Context: an optimization exercise on an open-source flow, tuned for small area, a short achievable clock period and few clock cycles. The choices shown serve that exercise and are no tape-out recipe.
In this exercise RTL edits were held to simulation tests only and were not proved equivalent to the original.
Power is estimated from default activity; no workload was simulated.

== try-quartz ==
// line_rasterizer_interpolated
module line_rasterizer_interpolated
#(
    parameter int COORD_BITS = 6,
    parameter int DEPTH_BITS = 16,
    parameter int FRAC_BITS  = 16
) (
    input  wire logic                 aclk,
    input  wire logic                 aresetn,
    input  wire logic                 s_tvalid,
    output logic                      s_tready,
    input  wire logic [((2*(2*COORD_BITS+DEPTH_BITS+32)+7)/8)*8-1:0] s_tdata,
    output logic                      m_tvalid,
    input  wire logic                 m_tready,
    output logic [((2*COORD_BITS+DEPTH_BITS+32+7)/8)*8-1:0] m_tdata,
    output logic                      m_tlast
);
    localparam int C      = COORD_BITS;
    localparam int CW     = lri_pkg::CHAN_W;
    localparam int NC     = lri_pkg::NUM_COLOR;
    localparam int PT_W   = 2*C + DEPTH_BITS + lri_pkg::COLOR_W;
    localparam int OUT_W  = ((2*C + DEPTH_BITS + NC*CW + 7) / 8) * 8;
  ...
For scale: roughly 3000 cells after synthesis, about 400 flip-flops, ~30000 sq um of cells after synthesis.
clock: 7.5 ns
lec_check: 0
cap_margin: 5
core_margin: 2
core_utilization: 40
cts_cluster_diameter: 80
cts_cluster_size: 24
setup_slack_margin: 4.45
slew_margin: 5
standard.sh (not shown) runs the stock make flow with config.mk's settings and CLKGATE_MAP_FILE= SYNTH_SCRIPT=/design/flow/synth_recipe.tcl, a recipe that flattens the netlist after the stock synthesis.
==> flow/flow/run.sh <==
#!/bin/bash
# Standard layout (the standard.sh, unchanged synthesis), with two changes:
# - the port buffers are plain buffers (sky130_fd_sc_hd__buf_2) instead of the
#   delay buffers buffer_ports picks by default;
# - clock tree synthesis uses clkbuf_8 buffers, sink clusters of up to 16
#   sinks within 60 um, and no dummy loads (CTS_ARGS replaces the CTS_CLUSTER_*
#   settings of config.mk).
# All tool output goes to standard.log here; ORFS also keeps its per-step logs
# under orfs/logs.
set -euo pipefail
export BUFFER_PORTS_ARGS="-buffer_cell sky130_fd_sc_hd__buf_2"
export CTS_ARGS="-sink_clustering_enable -repair_clock_nets -buf_list sky130_fd_sc_hd__clkbuf_8 -sink_clustering_size 16 -sink_clustering_max_diameter 60 -dont_use_dummy_load"
bash standard.sh > standard.log 2>&1
try-quartz finished end to end and its layout was clean on timing, DRC and antenna.
Testbench counts of try-quartz, summed over its fixed seeds: cycles 38,956.
> inputs changed (try-quartz -> try-maple)
diff --git a/flow/config.mk b/flow/config.mk
--- a/flow/config.mk
+++ b/flow/config.mk
@@ -11,4 +11,5 @@
 export CTS_CLUSTER_DIAMETER = 80
 export CTS_CLUSTER_SIZE = 24
-export SETUP_SLACK_MARGIN = 4.45
+export PLACE_DENSITY = 0.7
+export SETUP_SLACK_MARGIN = 4.2
 export SLEW_MARGIN = 5
==> comparison <==
- Cell area | try-maple vs try-quartz | try-maple smaller
- Wire length of the first global-routing pass delta for try-maple relative to try-quartz: 3.5% lower
- Going from try-quartz to try-maple, worst setup slack shows a reduction of 89 ps; worst endpoint required time shows a reduction of 40 ps; proportion of cell area occupied by multi-input gates shows an increase of 0.38 points.
- try-maple against try-quartz; wire length is down by a few percent.
- Of the two values seen for slowest cell on the critical path, or4_1 was produced by try-maple and edfxtp_1 by try-quartz.
- Number of antenna violations at the first check in global routing up 6 in try-maple wrt try-quartz
Relative to try-maple, the following input files were edited for try-sierra:
==> flow/flow/run.sh <==
#!/bin/bash
# Standard layout, with two changes: the port buffers are made from plain
# buffers (sky130_fd_sc_hd__buf_2) instead of the delay buffers buffer_ports
# picks, and clock tree synthesis adds no dummy loads.
set -euo pipefail
export BUFFER_PORTS_ARGS="-buffer_cell sky130_fd_sc_hd__buf_2"
export CTS_ARGS="-sink_clustering_enable -repair_clock_nets -buf_list sky130_fd_sc_hd__clkbuf_8 -sink_clustering_size 16 -sink_clustering_max_diameter 60 -dont_use_dummy_load"
bash standard.sh > standard.log 2>&1
diff --git a/flow/config.mk b/flow/config.mk
--- a/flow/config.mk
+++ b/flow/config.mk
@@ -11,5 +11,4 @@
 export CTS_CLUSTER_DIAMETER = 80
 export CTS_CLUSTER_SIZE = 24
-export PLACE_DENSITY = 0.7
-export SETUP_SLACK_MARGIN = 4.2
+export SETUP_SLACK_MARGIN = 4.35
 export SLEW_MARGIN = 5
try-maple → try-sierra: critical path data arrival time down 30 ps; count of clock-buffer cells in the layout increased about 5%.
[compare] base=try-maple new=try-sierra: final net count saw an increase; total non-filler cell area in the finished layout grew by 2.4%; part of the power in the clock network now larger; sequential fraction of design power now smaller.
try-sierra against try-maple: number of filler instances in the final layout grew by about 0.9%, average wire per cell in the routed design +0.60 microns.
What try-zinc does differently from try-sierra at the input level:
diff --git a/flow/config.mk b/flow/config.mk
--- a/flow/config.mk
+++ b/flow/config.mk
@@ -11,4 +11,4 @@
 export CTS_CLUSTER_DIAMETER = 80
 export CTS_CLUSTER_SIZE = 24
-export SETUP_SLACK_MARGIN = 4.35
+export SETUP_SLACK_MARGIN = 4.1
 export SLEW_MARGIN = 5
## What came out
Compared to try-sierra, the router laid down less metal wire for try-zinc. Diff try-sierra -> try-zinc: wire length on met1 lost 1.6%, area growth from synthesis to layout decreased by 3.6 points relative to the old numbers. Data arrival time of the critical path was lower in try-sierra than in try-zinc. Compared try-zinc vs try-sierra, and post-layout minimum cycle time is up in try-zinc.
Setup changes, try-zinc to try-willow
diff --git a/flow/config.mk b/flow/config.mk
--- a/flow/config.mk
+++ b/flow/config.mk
@@ -11,4 +11,4 @@
 export CTS_CLUSTER_DIAMETER = 80
 export CTS_CLUSTER_SIZE = 24
-export SETUP_SLACK_MARGIN = 4.1
+export SETUP_SLACK_MARGIN = 4.2
 export SLEW_MARGIN = 5
Results
- The higher routed length on met2 came out of try-willow.
- | least setup slack across all paths after layout | lower: try-zinc |
- Fraction of power spent switching nets: try-willow > try-zinc
- The final instance area in try-willow sits about 1.2% above the value recorded for try-zinc.
- Uppermost metal layer occupied by signal nets = met5: try-zinc; uppermost metal layer occupied by signal nets = met4: try-willow
- try-zinc tops out at a lower clock frequency than try-willow.
- Comparing try-willow with try-zinc, the sequential power came out essentially unchanged.

-- re-timing with driven ports --
How much do the figures lean on ideal ports? The routed layouts below were timed once more, with nothing changed but the port constraints. Step 1: set_driving_cell puts a clkbuf_16 on aclk and a buf_2 on each other input, an assumption about the parent block. Step 2, shift: input delay + t, output delay - t, t = (earliest + latest rising clock arrival at the registers) / 2. This alone moves slack from input paths to output paths. Slacks: no drivers / after step 1 / after step 2; pairs: no drivers / after step 1.
| run | t, ns | setup slack, ns | worst hold slack (ns) | clock arrival spread, ns | worst register clock-pin slew, ns |
|---|---|---|---|---|---|
| try-quartz | 0.685 | 4.353 / 4.353 / 3.691 | 0.449 / 0.449 / 0.449 | 0.116 / 0.116 | 0.11 / 0.11 |
| try-maple | 0.652 | 4.264 / 4.282 / 3.630 | 0.441 / 0.441 / 0.441 | 0.139 / 0.138 | 0.11 / 0.11 |
| try-sierra | 0.686 | 4.348 / 4.337 / 3.650 | 0.409 / 0.409 / 0.409 | 0.104 / 0.105 | 0.12 / 0.12 |
| try-zinc | 0.682 | 4.155 / 4.155 / 3.533 | 0.410 / 0.410 / 0.410 | 0.069 / 0.069 | 0.11 / 0.11 |
| try-willow | 0.682 | 4.276 / 4.276 / 3.639 | 0.425 / 0.425 / 0.425 | 0.103 / 0.103 | 0.12 / 0.12 |
After both steps every run listed still meets setup and hold. The setup slack of try-sierra, which loses most, moves by -0.011 ns with the drivers and by -0.698 ns with both steps.
